From an optimization exercise on the open Yosys and OpenROAD flow, aimed at small area; shortcuts taken in it are not production practice. At most, simulation tests tie the RTL to the original design; equivalence was not proved. No activity file was given, so power comes from the tool's default toggle rates.

==> inputs of onyx <==
// lidar_scan_top
module lidar_scan_top (
    input  logic        clk,
    input  logic        TxD_reset,
    input  logic        serial_in,
    output logic        result_valid,
    output logic [15:0] min_angle,
    output logic [15:0] max_angle,
    output logic [15:0] obs_alert
);
clock: 10.0 ns
lec_check: 0
cap_margin: 20
core_margin: 2
core_utilization: 80
place_density: 0.86
slew_margin: 20
standard.sh (not shown) runs the stock make flow with config.mk's settings and CLKGATE_MAP_FILE= SYNTH_SCRIPT=/design/flow/synth_recipe.tcl, a recipe that flattens the netlist after the stock synthesis.
==> flow/flow/run.sh <==
#!/bin/bash
# Standard ORFS layout (the standard.sh) with two changes: the port
# buffers come from the smallest buffer cell, and clock tree synthesis adds
# no dummy loads.
set -euo pipefail
export BUFFER_PORTS_ARGS="-buffer_cell sky130_fd_sc_hd__buf_1"
export CTS_ARGS="-sink_clustering_enable -repair_clock_nets -buf_list sky130_fd_sc_hd__clkbuf_8 -dont_use_dummy_load"
bash standard.sh > standard_flow.log 2>&1
==> xenon: changes against onyx <==
--- a/flow/design.v
+++ b/flow/design.v
@@ -10,23 +10,23 @@
     output logic [15:0] obs_alert
 );
     localparam logic [9:0] BT_T    = 10'h12D;
     localparam logic [9:0] BT_HALF = 10'h238;
     localparam logic [9:0] BT_FULL = 10'h239;
-    localparam logic [3:0] U_IDLE  = 4'd0;
-    localparam logic [3:0] U_START = 4'd1;
-    localparam logic [3:0] U_STOP  = 4'd10;
+    localparam logic [3:0] U_IDLE  = 4'b0000;
+    localparam logic [3:0] U_START = 4'b0001;
+    localparam logic [3:0] U_STOP  = 4'b0010;
     logic       rx_meta;
     logic       rx_sync;
     logic [3:0] ust;
     logic [9:0] bt;
     logic       tick;
     logic       u_data;
     logic [7:0] bb;
     logic       pend;
     assign tick   = (ust != U_IDLE) && (bt == BT_T);
-    assign u_data = (ust != U_IDLE) && (ust != U_START) && (ust != U_STOP);
+    assign u_data = ust[3];
     always_ff @(posedge clk) begin
         if (TxD_reset) begin
             rx_meta <= 1'b1;
             rx_sync <= 1'b1;
         end else begin
@@ -45,19 +45,18 @@
         if (TxD_reset) begin
             ust <= U_IDLE;
         end else if (ust == U_IDLE) begin
             if (!rx_sync) ust <= U_START;
         end else if (tick) begin
-            if (ust == U_STOP || (ust == U_START && rx_sync)) ust <= U_IDLE;
-            else ust <= ust + 4'd1;
+            if (ust[3]) ust <= (ust[2:0] == 3'd7) ? U_STOP : {1'b1, ust[2:0] + 3'd1};
+            else ust <= (ust[0] && !rx_sync) ? 4'b1000 : U_IDLE;
         end
     end
     localparam logic [4:0] S_CT     = 5'b00_000;
     localparam logic [4:0] S_SL     = 5'b00_101;
     localparam logic [4:0] S_HUNT_A = 5'b01_000;
     localparam logic [4:0] S_HUNT_B = 5'b01_001;
-    localparam logic [4:0] S_REPORT = 5'b01_010;
     localparam logic [4:0] S_F1_0   = 5'b11_000;
     localparam logic [2:0] F_LDD = 3'd0;    
     localparam logic [2:0] F_FL  = 3'd1;
     localparam logic [2:0] F_FH  = 3'd2;
     localparam logic [2:0] F_LL  = 3'd3;
@@ -66,10 +65,11 @@
     localparam logic [2:0] F_P1  = 3'd6;
     localparam logic [2:0] F_P2  = 3'd7;
     localparam logic [1:0] C_F1   = 2'd0;
     localparam logic [1:0] C_F2   = 2'd1;
     localparam logic [1:0] C_ADD  = 2'd3;
+    localparam logic [1:0] C_DONE = 2'd2;    
     logic [3:0] ph;
     logic [4:0] st;
     logic ph0;
     logic ph15;
     logic lo_half;
@@ -130,45 +130,41 @@
             pend <= 1'b1;
         end else if (take) begin
             pend <= 1'b0;
         end
     end
+    logic [4:0] st_nx;
+    always_comb begin
+        st_nx = st;
+        case (st[4:3])
+            2'b00: st_nx = (st[2:0] == 3'd0 && bb[7:1] == 7'd0) ? S_HUNT_A : {2'b10, st[2:0]};
+            2'b01: begin
+                if (st[0]) st_nx = (bb == 8'hAA) ? S_CT : S_HUNT_A;
+                else st_nx = (bb == 8'h55) ? S_HUNT_B : S_HUNT_A;
+            end
+            2'b10: begin
+                if (st[2:0] == F_P2) st_nx = te ? S_F1_0 : S_SL;    
+                else st_nx = {st[2:1] == 2'b11, 1'b0, st[2:0] + 3'd1};
+            end
+            default: begin
+                case (cs)
+                    C_F1:   st_nx = {st[4:2], C_F2};
+                    C_F2:   st_nx = {st[4:2], last ? C_ADD : C_F1};
+                    C_ADD:  st_nx = {st[4:3], 1'b1, which ? C_DONE : C_F1};
+                    default: st_nx = S_HUNT_A;
+                endcase
+            end
+        endcase
+    end
     always_ff @(posedge clk) begin
         if (TxD_reset) begin
             st <= S_HUNT_A;
-        end else if (st == S_REPORT) begin
-            st <= S_HUNT_A;
-        end else if (take) begin
-            if (st == S_HUNT_A) begin
-                if (bb == 8'h55) st <= S_HUNT_B;
-            end else if (st == S_HUNT_B) begin
-                st <= (bb == 8'hAA) ? S_CT : S_HUNT_A;
-            end else if (st == S_CT && bb[7:1] == 7'd0) begin
-                st <= S_HUNT_A;
-            end else begin
-                st[4] <= 1'b1;
-            end
-        end else if (ph15 && st[4]) begin
-            if (frame) begin
-                if (st[2:0] == F_P2) begin
-                    st <= te ? S_F1_0 : S_SL;
-                end else begin
-                    st[4]   <= (st[2:0] == F_P1);
-                    st[2:0] <= st[2:0] + 3'd1;
-                end
-            end else if (cs == C_F1) begin
-                st[1:0] <= C_F2;
-            end else if (cs == C_F2) begin
-                st[1:0] <= last ? C_ADD : C_F1;
-            end else if (!which) begin
-                st[2:0] <= {1'b1, C_F1};
-            end else begin
-                st <= S_REPORT;
-            end
+        end else if (ph15 && (st[4] || pend)) begin
+            st <= st_nx;
         end
     end
-    assign result_valid = (st == S_REPORT);
+    assign result_valid = (st == {2'b11, 1'b1, C_DONE}) && ph0;
     assign min_angle    = min_r;
     assign max_angle    = max_r;
     assign obs_alert    = alrt_r;
     logic smp;
     assign smp = ph[3] ? bb[0] : lo_r[0];
==> flow/flow/run.sh (replaced) <==
#!/bin/bash
# Layout flow: the standard.sh (ORFS) in three parts.
#  1. the standard synthesis, unchanged, up to the Yosys netlist;
#  2. flow/remap.sh maps that netlist's combinational logic again with an
#     area-oriented ABC script; every flip-flop keeps its instance name, its
#     cell and its connections;
#  3. the rest of the standard flow on that netlist, with two changes: the
#     port buffers come from the smallest buffer cell (buf_1), and clock tree
#     synthesis adds no dummy loads.
# Each tool's output goes to a log file of its own in this folder.
set -euo pipefail
export BUFFER_PORTS_ARGS="-buffer_cell sky130_fd_sc_hd__buf_1"
export CTS_ARGS="-sink_clustering_enable -repair_clock_nets -buf_list sky130_fd_sc_hd__clkbuf_8 -dont_use_dummy_load"
R="$PWD/orfs/results/${FLOW_PLATFORM:-sky130hd}/lidar_scan_top/base"
bash standard.sh "$R/1_2_yosys.v" > standard_synth.log 2>&1
cp "$R/1_2_yosys.v" "$R/1_2_yosys_standard.v"
bash flow/remap.sh "$R/1_2_yosys_standard.v" "$R/1_2_yosys.v" > remap.log 2>&1
touch "$R/1_2_yosys.v"
bash standard.sh > standard_flow.log 2>&1
==> flow/flow/abc_area.script (new file) <==
strash; &get -n; &st; &deepsyn -I 1 -T 60; &dch -f; &nf -R 1000 -a; &put; strash; &get -n; &st; &deepsyn -I 1 -T 60; &dch -f; &nf -R 1000 -a; &put
==> flow/flow/comb_models.py (new file) <==
# usage: comb_models.py ALLCELLS.v OUT.v
# Keeps the combinational cell models (no always block, no reg) of a
# Verilog dump of the liberty file, for techmap.
import re, sys
t = open(sys.argv[1]).read()
mods = re.findall(r'(module\s+(\w+)\s*\((.*?)\);(.*?)endmodule)', t, re.S)
keep = [m[0] for m in mods if 'always' not in m[3] and not re.search(r'\breg\b', m[3])]
open(sys.argv[2], 'w').write('\n\n'.join(keep) + '\n')
==> flow/flow/remap.sh (new file) <==
#!/bin/bash
# usage: remap.sh IN.v OUT.v
# Maps the combinational cells of a mapped sky130hd netlist again with
# flow/abc_area.script (time-limited deep AIG synthesis, then area-recovery
# mapping).  Sequential cells are read as black boxes, so every
# flip-flop keeps its instance name, cell type and connections.
set -euo pipefail
IN=$1; OUT=$2
HERE=$(cd "$(dirname "$0")" && pwd)
PLAT=${FLOW_HOME:-/OpenROAD-flow-scripts/flow}/platforms/sky130hd
LIB=$PLAT/lib/sky130_fd_sc_hd__tt_025C_1v80.lib
W=$PWD/remap_work
mkdir -p "$W"
# functional models of the library's combinational cells
yosys -q -l "$W/models.log" -p "read_liberty -ignore_miss_func $LIB; write_verilog -noattr $W/allcells.v"
python3 "$HERE/comb_models.py" "$W/allcells.v" "$W/cells_comb.v"
# the platform's don't-use cells stay unused
DU=""
for c in $(sed -n '/^export DONT_USE_CELLS/,/^#/p' "$PLAT/config.mk" | grep -oE 'sky130_fd_sc_hd__[a-z0-9_]+'); do
  DU="$DU -dont_use $c"
done
TOP=${FLOW_TOP:-lidar_scan_top}
cat > "$W/remap.ys" <<EOS
read_liberty -lib $LIB
read_verilog $IN
hierarchy -top $TOP
techmap -map $W/cells_comb.v
techmap
opt -fast
opt_clean
abc -script $HERE/abc_area.script -liberty $LIB $DU
opt_clean -purge
hilomap -singleton -hicell sky130_fd_sc_hd__conb_1 HI -locell sky130_fd_sc_hd__conb_1 LO
insbuf -buf sky130_fd_sc_hd__buf_4 A X
opt_clean -purge
check -assert -mapped
tee -o $W/stat.txt stat -liberty $LIB
write_verilog -noattr -noexpr -nohex -nodec $OUT
EOS
yosys -l "$W/remap_yosys.log" -s "$W/remap.ys" > /dev/null
--- a/flow/config.mk
+++ b/flow/config.mk
@@ -5,8 +5,8 @@
 export SDC_FILE = /design/flow/constraint.sdc
 export NUM_CORES = 4
 export LEC_CHECK = 0
 export CAP_MARGIN = 20
 export CORE_MARGIN = 2
-export CORE_UTILIZATION = 80
-export PLACE_DENSITY = 0.86
+export CORE_UTILIZATION = 70
+export PLACE_DENSITY = 0.78
 export SLEW_MARGIN = 20
==> maple: changes against onyx <==
--- a/flow/design.v
+++ b/flow/design.v
@@ -54,24 +54,26 @@
     localparam logic [4:0] S_CT     = 5'b00_000;
     localparam logic [4:0] S_SL     = 5'b00_101;
     localparam logic [4:0] S_HUNT_A = 5'b01_000;
     localparam logic [4:0] S_HUNT_B = 5'b01_001;
     localparam logic [4:0] S_REPORT = 5'b01_010;
-    localparam logic [4:0] S_F1_0   = 5'b11_000;
+    localparam logic [4:0] S_INIT0  = 5'b11_000;
     localparam logic [2:0] F_LDD = 3'd0;    
     localparam logic [2:0] F_FL  = 3'd1;
     localparam logic [2:0] F_FH  = 3'd2;
     localparam logic [2:0] F_LL  = 3'd3;
     localparam logic [2:0] F_LH  = 3'd4;
     localparam logic [2:0] F_SL  = 3'd5;
     localparam logic [2:0] F_P1  = 3'd6;
     localparam logic [2:0] F_P2  = 3'd7;
-    localparam logic [1:0] C_F1   = 2'd0;
-    localparam logic [1:0] C_F2   = 2'd1;
+    localparam logic [1:0] C_INIT = 2'd0;
+    localparam logic [1:0] C_F1   = 2'd1;
+    localparam logic [1:0] C_F2   = 2'd2;
     localparam logic [1:0] C_ADD  = 2'd3;
     logic [3:0] ph;
     logic [4:0] st;
+    logic [3:0] cnt;
     logic ph0;
     logic ph15;
     logic lo_half;
     logic take;
     logic frame;
@@ -97,19 +99,20 @@
     logic [7:0]  mxx_r;
     logic [7:0]  lo_r;
     logic ta, tb, tc, td, te, tf;
     logic s;
     logic op_ldd, op_fl, op_fh, op_ll, op_lh, op_sl, op_p1, op_p2;
-    logic op_f1, op_f2, op_add;
+    logic op_init, op_f1, op_f2, op_add;
     assign op_ldd  = frame && (st[2:0] == F_LDD);
     assign op_fl   = frame && (st[2:0] == F_FL);
     assign op_fh   = frame && (st[2:0] == F_FH);
     assign op_ll   = frame && (st[2:0] == F_LL);
     assign op_lh   = frame && (st[2:0] == F_LH);
     assign op_sl   = frame && (st[2:0] == F_SL);
     assign op_p1   = frame && (st[2:0] == F_P1);
     assign op_p2   = frame && (st[2:0] == F_P2);
+    assign op_init = calc && (cs == C_INIT);
     assign op_f1   = calc && (cs == C_F1);
     assign op_f2   = calc && (cs == C_F2);
     assign op_add  = calc && (cs == C_ADD);
     always_ff @(posedge clk) begin
         if (frame || (tick && u_data)) begin
@@ -148,26 +151,31 @@
                 st[4] <= 1'b1;
             end
         end else if (ph15 && st[4]) begin
             if (frame) begin
                 if (st[2:0] == F_P2) begin
-                    st <= te ? S_F1_0 : S_SL;
+                    st <= te ? S_INIT0 : S_SL;
                 end else begin
                     st[4]   <= (st[2:0] == F_P1);
                     st[2:0] <= st[2:0] + 3'd1;
                 end
-            end else if (cs == C_F1) begin
-                st[1:0] <= C_F2;
-            end else if (cs == C_F2) begin
-                st[1:0] <= last ? C_ADD : C_F1;
-            end else if (!which) begin
-                st[2:0] <= {1'b1, C_F1};
-            end else begin
+            end else if (cs == C_F2 && cnt != 4'd0) begin
+                st[1:0] <= C_F1;
+            end else if (st[2:0] == 3'b111) begin
                 st <= S_REPORT;
+            end else begin
+                st[2:0] <= st[2:0] + 3'd1;
             end
         end
     end
+    always_ff @(posedge clk) begin
+        if (!calc) begin
+            cnt <= 4'd0;
+        end else if (ph15 && (cs == C_INIT || (cs == C_F2 && cnt != 4'd0))) begin
+            cnt <= cnt - 4'd1;
+        end
+    end
     assign result_valid = (st == S_REPORT);
     assign min_angle    = min_r;
     assign max_angle    = max_r;
     assign obs_alert    = alrt_r;
     logic smp;
@@ -194,23 +202,21 @@
     assign selk   = dg1 ? d2k : (dg0 && d1k);
     assign bwi    = ph0 ? 1'b0 : te;
     assign dk     = ph0 ? dg0 : ((ph == 4'd1) && dg1);
     assign cqi    = ph0 ? 1'b0 : tf;
     assign ci     = ph0 ? (op_ldd || op_sl) : ta;
-    logic dbin, last;
-    assign dbin   = (ph == 4'd8) || ta;
-    assign last   = dbin && !idx_r[0];
     function automatic logic bor(input logic a, input logic b, input logic c);
         bor = (!a && b) || (!(a ^ b) && c);
     endfunction
     function automatic logic maj(input logic a, input logic b, input logic c);
         maj = (a && b) || (a && c) || (b && c);
     endfunction
     logic q_in;
     always_comb begin
         q_in = q0;
-        if (op_f1) q_in = ph0 ? 1'b0 : td;
+        if (op_init) q_in = 1'b0;
+        else if (op_f1) q_in = ph0 ? 1'b0 : td;
         else if (op_f2) q_in = q0 ^ dk ^ cqi;
         else if (op_add) q_in = q0 ^ fsa_r[0] ^ ci;
     end
     logic fsa_in, span_in, min_in, max_in, alrt_in, d_in, idx_in, mnx_in, mxx_in, lo_in;
     logic upd_min;
@@ -239,17 +245,15 @@
         if (op_ldd) alrt_in = 1'b0;
         else if (op_p2 && tc && !tf) alrt_in = ph15 ? !td : alrt_r[1];
         idx_in = idx_r[0];
         if (op_ldd) idx_in = 1'b1;
         else if (op_sl && lo_half) idx_in = idx_r[0] ^ ci;
-        else if ((op_p2 && te && !lo_half) || op_add) idx_in = !ph[2];
-        else if (op_f2 && !lo_half) idx_in = idx_r[0] ^ dbin;
         d_in = d_r[0];
         if (op_ldd && lo_half) d_in = bb[0] ^ ci;
         lo_in = lo_r[0];
         if (op_sl) lo_in = bb[0];
-        else if (op_p2 || op_add) lo_in = 1'b0;
+        else if (op_init) lo_in = 1'b0;
         else if (op_f2 && m_lo) lo_in = xk ^ selk ^ bwi;
     end
     always_ff @(posedge clk) begin
         fsa_r  <= {fsa_in,  fsa_r[15:1]};
         span_r <= {span_in, span_r[15:1]};
@@ -269,12 +273,10 @@
             ta <= ci && idx_r[0];
         end else if ((op_ll && lo_half) || (op_lh && !lo_half)) begin
             ta <= bor(bb[0], fsa_r[0], ci);
         end else if (op_add) begin
             ta <= maj(q0, fsa_r[0], ci);
-        end else if (op_f2 && !lo_half) begin
-            ta <= last;
         end else if (op_f1 || op_f2) begin
             ta <= maj(r_prev, si, cx);
         end else if (op_p1) begin
             ta <= (smp != min_r[0]) ? min_r[0] : (!ph0 && ta);
         end
@@ -300,9 +302,9 @@
             tf <= maj(q0, dk, cqi);
         end else if (op_p1) begin
             te <= (ph0 || te) && (ph[3] || (idx_r[0] == d_r[0]));
             tf <= (!ph0 && tf) || (idx_r[0] && ph[3:2] == 2'b01);
         end
-        if ((op_p2 || op_f2 || op_add) && ph15) s <= span_r[0];
+        if ((op_init || op_f2) && ph15) s <= span_r[0];
     end
 endmodule
 `default_nettype wire
==> flow/flow/run.sh (replaced) <==
#!/bin/bash
# Standard ORFS layout (the standard.sh), with the port buffers that
# buffer_ports inserts taken from the smallest buffer cell.
set -euo pipefail
export BUFFER_PORTS_ARGS="-buffer_cell sky130_fd_sc_hd__buf_1"
bash standard.sh > standard_flow.log 2>&1
--- a/flow/config.mk
+++ b/flow/config.mk
@@ -5,8 +5,9 @@
 export SDC_FILE = /design/flow/constraint.sdc
 export NUM_CORES = 4
 export LEC_CHECK = 0
 export CAP_MARGIN = 20
 export CORE_MARGIN = 2
-export CORE_UTILIZATION = 80
-export PLACE_DENSITY = 0.86
+export CORE_UTILIZATION = 70
+export CTS_BUF_LIST = sky130_fd_sc_hd__clkbuf_8
+export PLACE_DENSITY = 0.78
 export SLEW_MARGIN = 20
==> cedar: changes against onyx <==
--- a/flow/design.v
+++ b/flow/design.v
@@ -53,11 +53,10 @@
     end
     localparam logic [4:0] S_CT     = 5'b00_000;
     localparam logic [4:0] S_SL     = 5'b00_101;
     localparam logic [4:0] S_HUNT_A = 5'b01_000;
     localparam logic [4:0] S_HUNT_B = 5'b01_001;
-    localparam logic [4:0] S_REPORT = 5'b01_010;
     localparam logic [4:0] S_F1_0   = 5'b11_000;
     localparam logic [2:0] F_LDD = 3'd0;    
     localparam logic [2:0] F_FL  = 3'd1;
     localparam logic [2:0] F_FH  = 3'd2;
     localparam logic [2:0] F_LL  = 3'd3;
@@ -66,10 +65,11 @@
     localparam logic [2:0] F_P1  = 3'd6;
     localparam logic [2:0] F_P2  = 3'd7;
     localparam logic [1:0] C_F1   = 2'd0;
     localparam logic [1:0] C_F2   = 2'd1;
     localparam logic [1:0] C_ADD  = 2'd3;
+    localparam logic [1:0] C_DONE = 2'd2;    
     logic [3:0] ph;
     logic [4:0] st;
     logic ph0;
     logic ph15;
     logic lo_half;
@@ -133,12 +133,10 @@
         end
     end
     always_ff @(posedge clk) begin
         if (TxD_reset) begin
             st <= S_HUNT_A;
-        end else if (st == S_REPORT) begin
-            st <= S_HUNT_A;
         end else if (take) begin
             if (st == S_HUNT_A) begin
                 if (bb == 8'h55) st <= S_HUNT_B;
             end else if (st == S_HUNT_B) begin
                 st <= (bb == 8'hAA) ? S_CT : S_HUNT_A;
@@ -157,18 +155,18 @@
                 end
             end else if (cs == C_F1) begin
                 st[1:0] <= C_F2;
             end else if (cs == C_F2) begin
                 st[1:0] <= last ? C_ADD : C_F1;
-            end else if (!which) begin
-                st[2:0] <= {1'b1, C_F1};
+            end else if (cs == C_DONE) begin
+                st <= S_HUNT_A;
             end else begin
-                st <= S_REPORT;
+                st[2:0] <= which ? {1'b1, C_DONE} : {1'b1, C_F1};
             end
         end
     end
-    assign result_valid = (st == S_REPORT);
+    assign result_valid = (st == {2'b11, 1'b1, C_DONE}) && ph0;
     assign min_angle    = min_r;
     assign max_angle    = max_r;
     assign obs_alert    = alrt_r;
     logic smp;
     assign smp = ph[3] ? bb[0] : lo_r[0];
--- a/flow/config.mk
+++ b/flow/config.mk
@@ -5,8 +5,8 @@
 export SDC_FILE = /design/flow/constraint.sdc
 export NUM_CORES = 4
 export LEC_CHECK = 0
 export CAP_MARGIN = 20
 export CORE_MARGIN = 2
-export CORE_UTILIZATION = 80
-export PLACE_DENSITY = 0.86
+export CORE_UTILIZATION = 70
+export PLACE_DENSITY = 0.78
 export SLEW_MARGIN = 20
==> comparison table <==
Result of the run: cedar finished clean; xenon finished clean; onyx finished clean; maple finished clean
Register fraction of the total cell area: cedar 58.15%; xenon 64.18%; onyx 57.67%; maple 56.64%
Final #Nets: cedar 553; xenon 473; onyx 561; maple 547
Power Internal: cedar 842.4 uW; xenon 873.6 uW; onyx 845.0 uW; maple 986.7 uW
Area used by multi-input combinational logic: cedar 0.001810 mm^2; xenon 0.001355 mm^2; onyx 0.001887 mm^2; maple 0.001819 mm^2
Tapcell count: cedar 99; xenon 77; onyx 77; maple 102
Worst path max stage delay: cedar 530 ps; xenon 420 ps; onyx 740 ps; maple 510 ps
Critical path buffers and inverters: cedar 2; xenon 1; onyx 1; maple 1
Floorplan die area: cedar 0.008336 mm^2; xenon 0.007449 mm^2; onyx 0.007438 mm^2; maple 0.008450 mm^2
Cells after Synth: cedar 472; xenon 399; onyx 482; maple 465
Proportion of total power due to net switching: cedar 20.87%; xenon 22.39%; onyx 21.81%; maple 22.45%
Area overhead of the layout relative to synthesis: cedar 9.053%; xenon 11.16%; onyx 8.416%; maple 12.99%
Total number of placement rows: cedar 31; xenon 29; onyx 29; maple 32
Share of flip-flops with an asynchronous set or reset after synthesis: cedar 0%; xenon -; onyx 0%; maple 0%
Final cycle utilization of the critical path: cedar 40.12%; xenon 41.12%; onyx 41.19%; maple 36.95%
Wire length per cell: cedar 17.43 um; xenon 19.46 um; onyx 22.14 um; maple 17.99 um
No functional check of the RTL was part of onyx.

re-timing with driven ports:
In the flow no input, the clock included, has a driving cell. The finished layouts below were timed again as built, in two steps. Step 1 sets driving cells, clkbuf_16 on the clock port and buf_2 on the other inputs (assumed; they add their load-dependent delay and slew). Step 2 moves the port delays by t, midway between the first and last clock arrival at a register: inputs arrive t later, outputs are due t later. That takes back most of the time a late clock gives input paths. a / b / c = ideal / step 1 / step 2; a / b = the first two.
run | shift t [ns] | setup slack, ns | latest minus earliest clock arrival (ns)
onyx | 0.457 | 5.881 / 5.854 / 6.111 | 0.036 / 0.036
xenon | 0.456 | 5.888 / 5.858 / 6.314 | 0.029 / 0.029
maple | 0.465 | 6.305 / 6.273 / 6.677 | 0.013 / 0.013
cedar | 0.451 | 5.988 / 5.958 / 6.408 | 0.040 / 0.041
After both steps setup and hold are still met in every run listed.
